What follows belongs to an exercise in optimizing a design on an open flow for small area and few clock cycles per item; a production flow would make more cautious choices.

the baseline:
Design fp_mult_pipe, start of the top module:
module fp_mult_pipe #(
   parameter int EXP_W = 8,
   parameter int MAN_W = 23
) (
   input  logic                 clk,
   input  logic                 rst_n,
   input  logic                 in_valid,
   output logic                 in_ready,
   input  logic [EXP_W+MAN_W:0] x,
   input  logic [EXP_W+MAN_W:0] y,
   output logic                 out_valid,
   input  logic                 out_ready,
   output logic [EXP_W+MAN_W:0] result
   ,
   output logic [3:0]           flags
);
==> flow/config.mk <==
export PLATFORM = sky130hd
export DESIGN_NAME = fp_mult_pipe
export DESIGN_NICKNAME = fp_mult_pipe
export VERILOG_FILES = /design/flow/design.v
export SDC_FILE = /design/flow/constraint.sdc
export NUM_CORES = 4
export LEC_CHECK = 0
export CAP_MARGIN = 20
export CORE_MARGIN = 2
export CORE_UTILIZATION = 40
export CTS_BUF_LIST = sky130_fd_sc_hd__clkbuf_8
export GPL_TIMING_DRIVEN = 0
export SLEW_MARGIN = 20
==> flow/constraint.sdc <==
create_clock -name core_clock -period 7.5 [get_ports {clk}]
set_input_delay 1.5000 -clock core_clock [delete_from_list [all_inputs] [get_ports {clk}]]
set_output_delay 1.5000 -clock core_clock [all_outputs]
set_load 0.01 [all_outputs]
standard.sh (not shown) runs the stock make flow with config.mk's settings and CLKGATE_MAP_FILE= SYNTH_SCRIPT=/design/flow/synth_recipe.tcl, a recipe that flattens the netlist after the stock synthesis.
==> flow/flow/run.sh <==
#!/bin/bash
# Layout flow: the standard ORFS flow (standard.sh) with three changes:
#  - synthesis skips Yosys's generic `abc -fast` pass (synth -noabc), so the full
#    adders written in the RTL reach extract_fa as written;
#  - the final ABC technology mapping uses flow/abc.script (area recovery under a
#    delay target, then gate sizing) instead of ORFS's abc_speed.script;
#  - every port is buffered by a buf_2 instead of the default clkdlybuf4s50_1.
set -euo pipefail
cd "$(dirname "$0")/.."
W=$(pwd)
export FLOW_SYNTH_TCL=$W/synth_recipe.tcl
export FLOW_ABC_SCRIPT=$W/flow/abc.script
export BUFFER_PORTS_ARGS="-buffer_cell sky130_fd_sc_hd__buf_2"
bash standard.sh synth SYNTH_ARGS=-noabc SYNTH_SCRIPT=$W/flow/synth.tcl > synth.log 2>&1
bash standard.sh finish SYNTH_ARGS=-noabc SYNTH_SCRIPT=$W/flow/synth.tcl > layout.log 2>&1
==> flow/flow/abc.script <==
strash
ifraig
dch -f
map -D 5500
topo
stime -c
buffer -c
upsize -c -D 5500
dnsize -c -D 5500
==> flow/flow/synth.tcl <==
# The standard flow's synthesis script (synth_recipe.tcl, sourced below unchanged), with the
# technology-mapping ABC run given our own script (flow/abc.script) in place of
# ORFS's abc_speed.script.  Only the combinational mapping changes; registers are
# mapped before ABC runs and keep their standard-synthesis names and cells.
proc abc {args} {
  set i [lsearch -exact $args -script]
  if { $i >= 0 } {
    lset args [expr {$i + 1}] $::env(FLOW_ABC_SCRIPT)
    puts "flow/synth.tcl: abc -script $::env(FLOW_ABC_SCRIPT)"
  }
  yosys abc {*}$args
}
source $::env(FLOW_SYNTH_TCL)
What the candidate does differently from the baseline at the input level:
--- a/flow/design.v
+++ b/flow/design.v
@@ -1323,33 +1323,26 @@
    assign rnd1  = ph_q[1] & (ph_q[0] | st_q | ph_q[2]);
    assign rnd0  = ph_q[0] & (st_q | ph_q[1]);
    assign rnd   = msb ? rnd1 : rnd0;
    assign inx   = ph_q[0] | st_q | (msb & ph_q[1]);
    always_comb begin
       ones[0] = 1'b1;
       for (int i = 1; i < SW; i++)
          ones[i] = ones[i-1] & man_n[i-1];
    end
    assign frac = man_n[MAN_W-1:0] ^ ({MAN_W{rnd}} & ones[MAN_W-1:0]);
-   assign cry  = rnd & ones[SW-1] & man_n[SW-1];
+   assign cry  = rnd & (&ph_q[SW:2]) & (msb | ph_q[1]);
    logic [XW-1:0] e_s;
-   logic [2:0]    ovf_k, unf_k;
    assign e_s = {1'b0, e_q} + XW'(msb) + XW'(cry);
    assign e_o = e_s[EXP_W-1:0] - BIAS[EXP_W-1:0];
-   always_comb begin
-      for (int k = 0; k < 3; k++) begin
-         ovf_k[k] = ({1'b0, e_q} + XW'(k)) >= EMAX + BIAS;
-         unf_k[k] = ({1'b0, e_q} + XW'(k)) <= BIAS;
-      end
-   end
-   assign ovf = (msb & cry) ? ovf_k[2] : (msb | cry) ? ovf_k[1] : ovf_k[0];
-   assign unf = (msb & cry) ? unf_k[2] : (msb | cry) ? unf_k[1] : unf_k[0];
+   assign ovf = (e_s >= EMAX + BIAS);
+   assign unf = (e_s <= BIAS);
    logic [W-1:0] r_d;
    logic [3:0]   f_d;
    always_comb begin
       r_d = {s_q, e_o, frac};
       f_d = {3'b000, inx};
       case (sc_q)
          2'b11: begin
             r_d = QNAN;
             f_d = {inv_q, 3'b000};
          end
==> comparison <==
- The final reports for the candidate and the baseline show via count lower in the former.
- Re critical path depth: the candidate and the baseline aren't equal, and the higher value belongs to the candidate.
- Per the comparison of the candidate with the baseline, delay contributed by the slowest stage of the critical path rose by 0.07 ns, total length of routed wires fell by about 1.7%, smallest setup slack after layout stayed essentially flat.
- The candidate completed every stage of the flow, and the final layout passed the timing, DRC and antenna checks.
- The slowest cell on the critical path comes out sky130_fd_sc_hd__clkdlybuf4s18_2 in one run and sky130_fd_sc_hd__fa_1 in the other, namely in the candidate and the baseline respectively.
- Compared with the baseline, in the candidate number of placed instances with taps included shows a reduction of 58, count of multi-input gates fell 2.3%.
- Compared the candidate vs the baseline, and die outline height is down in the candidate.
- Between the baseline and the candidate, the sequential share of layout area figures differ only marginally.
- Of the candidate and the baseline, the baseline shows the higher synthesized cell count, with the candidate below it.
Function was not checked in any run of this note: the RTL went through the layout flow alone.

afterwards: timing with drivers on the ports:
In the flow no input, the clock included, has a driving cell. The finished layouts below were timed again as built, in two steps. Step 1 assumes that a clkbuf_16 drives the clock port and a buf_2 every other input. Step 2 adds t to the input delays and takes it off the output delays; t is the mean of the earliest and latest rising clock arrival at the registers after step 1. Input paths then give back, and output paths get back, about the clock's delay inside the block. Three values: no drivers, after step 1, after step 2; two values: the first two.
run	t, ns	slack for setup (ns)	clock arrival spread, ns	worst data-port slew with drivers (ns)	cell pins on the clock port's net
the baseline	0.339	0.124 / 0.133 / -0.205	0.010 / 0.011	0.04	1
the candidate	0.320	0.124 / 0.079 / -0.241	0.012 / 0.012	0.07	1
Met with ideal ports but missed after step 2: setup timing in the baseline and the candidate. For the candidate, which loses most, drivers alone change the setup slack by -0.045 ns; drivers and shift together by -0.365 ns.
